Context: an optimization exercise on an open-source flow, tuned for small area and a short achievable clock period. The choices shown serve that exercise and are no tape-out recipe.
In this exercise RTL edits were held to simulation tests only and were not proved equivalent to the original.
No activity file was given, so power comes from the tool's default toggle rates.

==> flow/design.v (excerpt) <==
module fetch_predict
(
   input  logic        CLK,
   input  logic        nRST,
   input  logic        ihit,
   input  logic [31:0] imemload,
   input  logic        resolve_valid,
   input  logic        resolve_cond,
   input  logic        resolve_jump,
   input  logic        resolve_taken,
   input  logic        resolve_predicted,
   input  logic [31:0] resolve_pc,
   input  logic [31:0] resolve_target,
   output logic [31:0] imemaddr,
   output logic [31:0] fetch_instr,
   output logic [31:0] fetch_pc_plus_4,
   output logic        fetch_predicted,
   output logic        flush
);
Size in the first run: about 1,200 cells after synthesis, ~350 flip-flops, roughly 200 I/O pins, about 17,000 um2 of cells after synthesis.
Settings: LEC_CHECK=0, CAP_MARGIN=20, CORE_MARGIN=2, CORE_UTILIZATION=55, CTS_CLUSTER_DIAMETER=80, CTS_CLUSTER_SIZE=24, SETUP_SLACK_MARGIN=1.8, SLEW_MARGIN=20; clock period 4.3 ns.
standard.sh (not shown) runs the stock make flow with config.mk's settings and CLKGATE_MAP_FILE= SYNTH_SCRIPT=/design/flow/synth_recipe.tcl, a recipe that flattens the netlist after the stock synthesis.
==> flow/flow/run.sh <==
#!/bin/bash
# Standard layout, with two changes to how it is made:
#  - plain buf_2 cells as the port buffers instead of the delay buffers
#    buffer_ports picks by default (every port still gets its own buffer);
#  - the resizer may swap a cell for any other size of the same function,
#    not only ones with the same footprint (placement is legalised after
#    every repair step).
set -euo pipefail
export BUFFER_PORTS_ARGS="-buffer_cell sky130_fd_sc_hd__buf_2"
bash standard.sh MATCH_CELL_FOOTPRINT=0 finish > standard.log 2>&1
The baseline completed without violations.
Next try:
==> flow/flow/run.sh (replaced) <==
#!/bin/bash
# Standard layout, with plain buf_2 cells as the port buffers instead of
# the delay buffers buffer_ports picks by default. Every port still gets
# its own buffer.
set -euo pipefail
export BUFFER_PORTS_ARGS="-buffer_cell sky130_fd_sc_hd__buf_2"
bash standard.sh > standard.log 2>&1
Settings changed: CORE_UTILIZATION 55 to 62, SETUP_SLACK_MARGIN 1.8 to 1.75.
=> Maximum frequency falls by 3.7%. Via count rises by 1.9%. Cell area falls by 0.55%. Clock power falls by about 6%.


v7:
fetch_predict again, from the RTL that the note above started with.
==> flow/config.mk <==
export PLATFORM = sky130hd
export DESIGN_NAME = fetch_predict
export DESIGN_NICKNAME = fetch_predict
export VERILOG_FILES = /design/flow/design.v
export SDC_FILE = /design/flow/constraint.sdc
export NUM_CORES = 4
export LEC_CHECK = 0
export CAP_MARGIN = 20
export CORE_MARGIN = 2
export CORE_UTILIZATION = 55
export CTS_CLUSTER_DIAMETER = 80
export CTS_CLUSTER_SIZE = 24
export GPL_TIMING_DRIVEN = 0
export SETUP_SLACK_MARGIN = 1.8
export SLEW_MARGIN = 20
==> flow/constraint.sdc <==
create_clock -name core_clock -period 4.3 [get_ports {CLK}]
set_input_delay 0.8600 -clock core_clock [delete_from_list [all_inputs] [get_ports {CLK}]]
set_output_delay 0.8600 -clock core_clock [all_outputs]
set_load 0.01 [all_outputs]
==> flow/flow/run.sh <==
#!/bin/bash
# Standard layout, with two changes to how it is made:
#  - plain buf_2 cells as the port buffers instead of the delay buffers
#    buffer_ports picks by default (every port still gets its own buffer);
#  - the resizer may swap a cell for any other size of the same function,
#    not only ones with the same footprint (placement is legalised after
#    every repair step).
set -euo pipefail
export BUFFER_PORTS_ARGS="-buffer_cell sky130_fd_sc_hd__buf_2"
bash standard.sh MATCH_CELL_FOOTPRINT=0 finish > standard.log 2>&1
The flow did not stop early for v7: all stages ran, and the layout cleared the timing, DRC and antenna checks.
## Diff of input files: v36 against v7
- GPL_TIMING_DRIVEN: 0 -> unset
- CORE_UTILIZATION: 55 -> 62
- SETUP_SLACK_MARGIN: 1.8 -> 1.9
==> flow/flow/run.sh <==
#!/bin/bash
# Standard layout, with plain buf_2 cells as the port buffers instead of
# the delay buffers buffer_ports picks by default. Every port still gets
# its own buffer.
set -euo pipefail
export BUFFER_PORTS_ARGS="-buffer_cell sky130_fd_sc_hd__buf_2"
bash standard.sh > standard.log 2>&1
### Flow results
- Measured against each other, v36 and v7 differ in post-CTS setup repair buffer count, the higher figure coming from v36.
- Compared with v7, v36 shows a lower overall power consumption.
- Going from v7 to v36, post-layout utilization of the core increased 8.5 points; clock network power share decreased by 1.7 points relative to the old numbers; final cell count without fillers down 5.9%; number of multi-input logic gates closely matched the old numbers; reported combinational group power went down about 6%.
- Relative to v7, the critical path depth of v36 is higher by 2.
- [compare] base=v7 new=v36: starting density of the core rose by 7.4 points; total detailed-routing wirelength fell by about 1.2%.
For v27, these inputs were changed with respect to v36:
- swapping 62 for 55 in CORE_UTILIZATION
- swapping 1.9 for 1.8 in SETUP_SLACK_MARGIN
Findings:
v36 vs v27, endpoint of the most critical setup path: imemaddr[22] vs flush
The final reports for v27 and v36 show global-route wire length before repair higher in the former.
v27 vs v36 — sequential power share rose 0.7 points.
Sort v27 and v36 by amount of wire on met2 after detailed routing desc -> top: v36
NOTE: net switching share of the total power in v27 falls short of that of v36
v27: end-of-flow core utilization 11 points below v36
met2 track utilization from global routing in v27 is 4.5 points lower than in v36
Worst setup timing slack at the placement stage: v27 higher than v36
Against v36, v27 comes in about 3.2% higher on detailed-placement wirelength estimate.
Wire length was higher in v36 than in v27.
v27: number of global-route vias before repair lower than v36

==> what the ideal ports hide <==
No port has a modelled driver above. Below, the same layouts with a new extraction and two added sets of constraints.
Step 1 (the two cells are an assumption about what drives the block):
set clk [get_ports {CLK}]
set_driving_cell -lib_cell sky130_fd_sc_hd__clkbuf_16 $clk
set_driving_cell -lib_cell sky130_fd_sc_hd__buf_2 [delete_from_list [all_inputs] $clk]
Step 2 times the ports against the registers' clock, not the clock port: input delays grow and output delays shrink by t, the midpoint of the rising clock arrivals with the driver on.
Three values: ideal ports, drivers, drivers and shift; two values: the first two.
run | t, ns | setup WS [ns] | worst data-port slew with drivers (ns)
the first run of note 1 | 0.578 | 1.818 / 1.771 / 1.303 | 0.08
the second run of note 1 | 0.571 | 1.723 / 1.714 / 1.253 | 0.07
v7 | 0.587 | 1.743 / 1.701 / 1.265 | 0.09
v36 | 0.575 | 1.770 / 1.767 / 1.356 | 0.06
v27 | 0.580 | 1.821 / 1.773 / 1.282 | 0.07
After both steps setup and hold are still met in every run listed. For v27, which loses most, drivers alone change the setup slack by -0.048 ns; drivers and shift together by -0.539 ns.
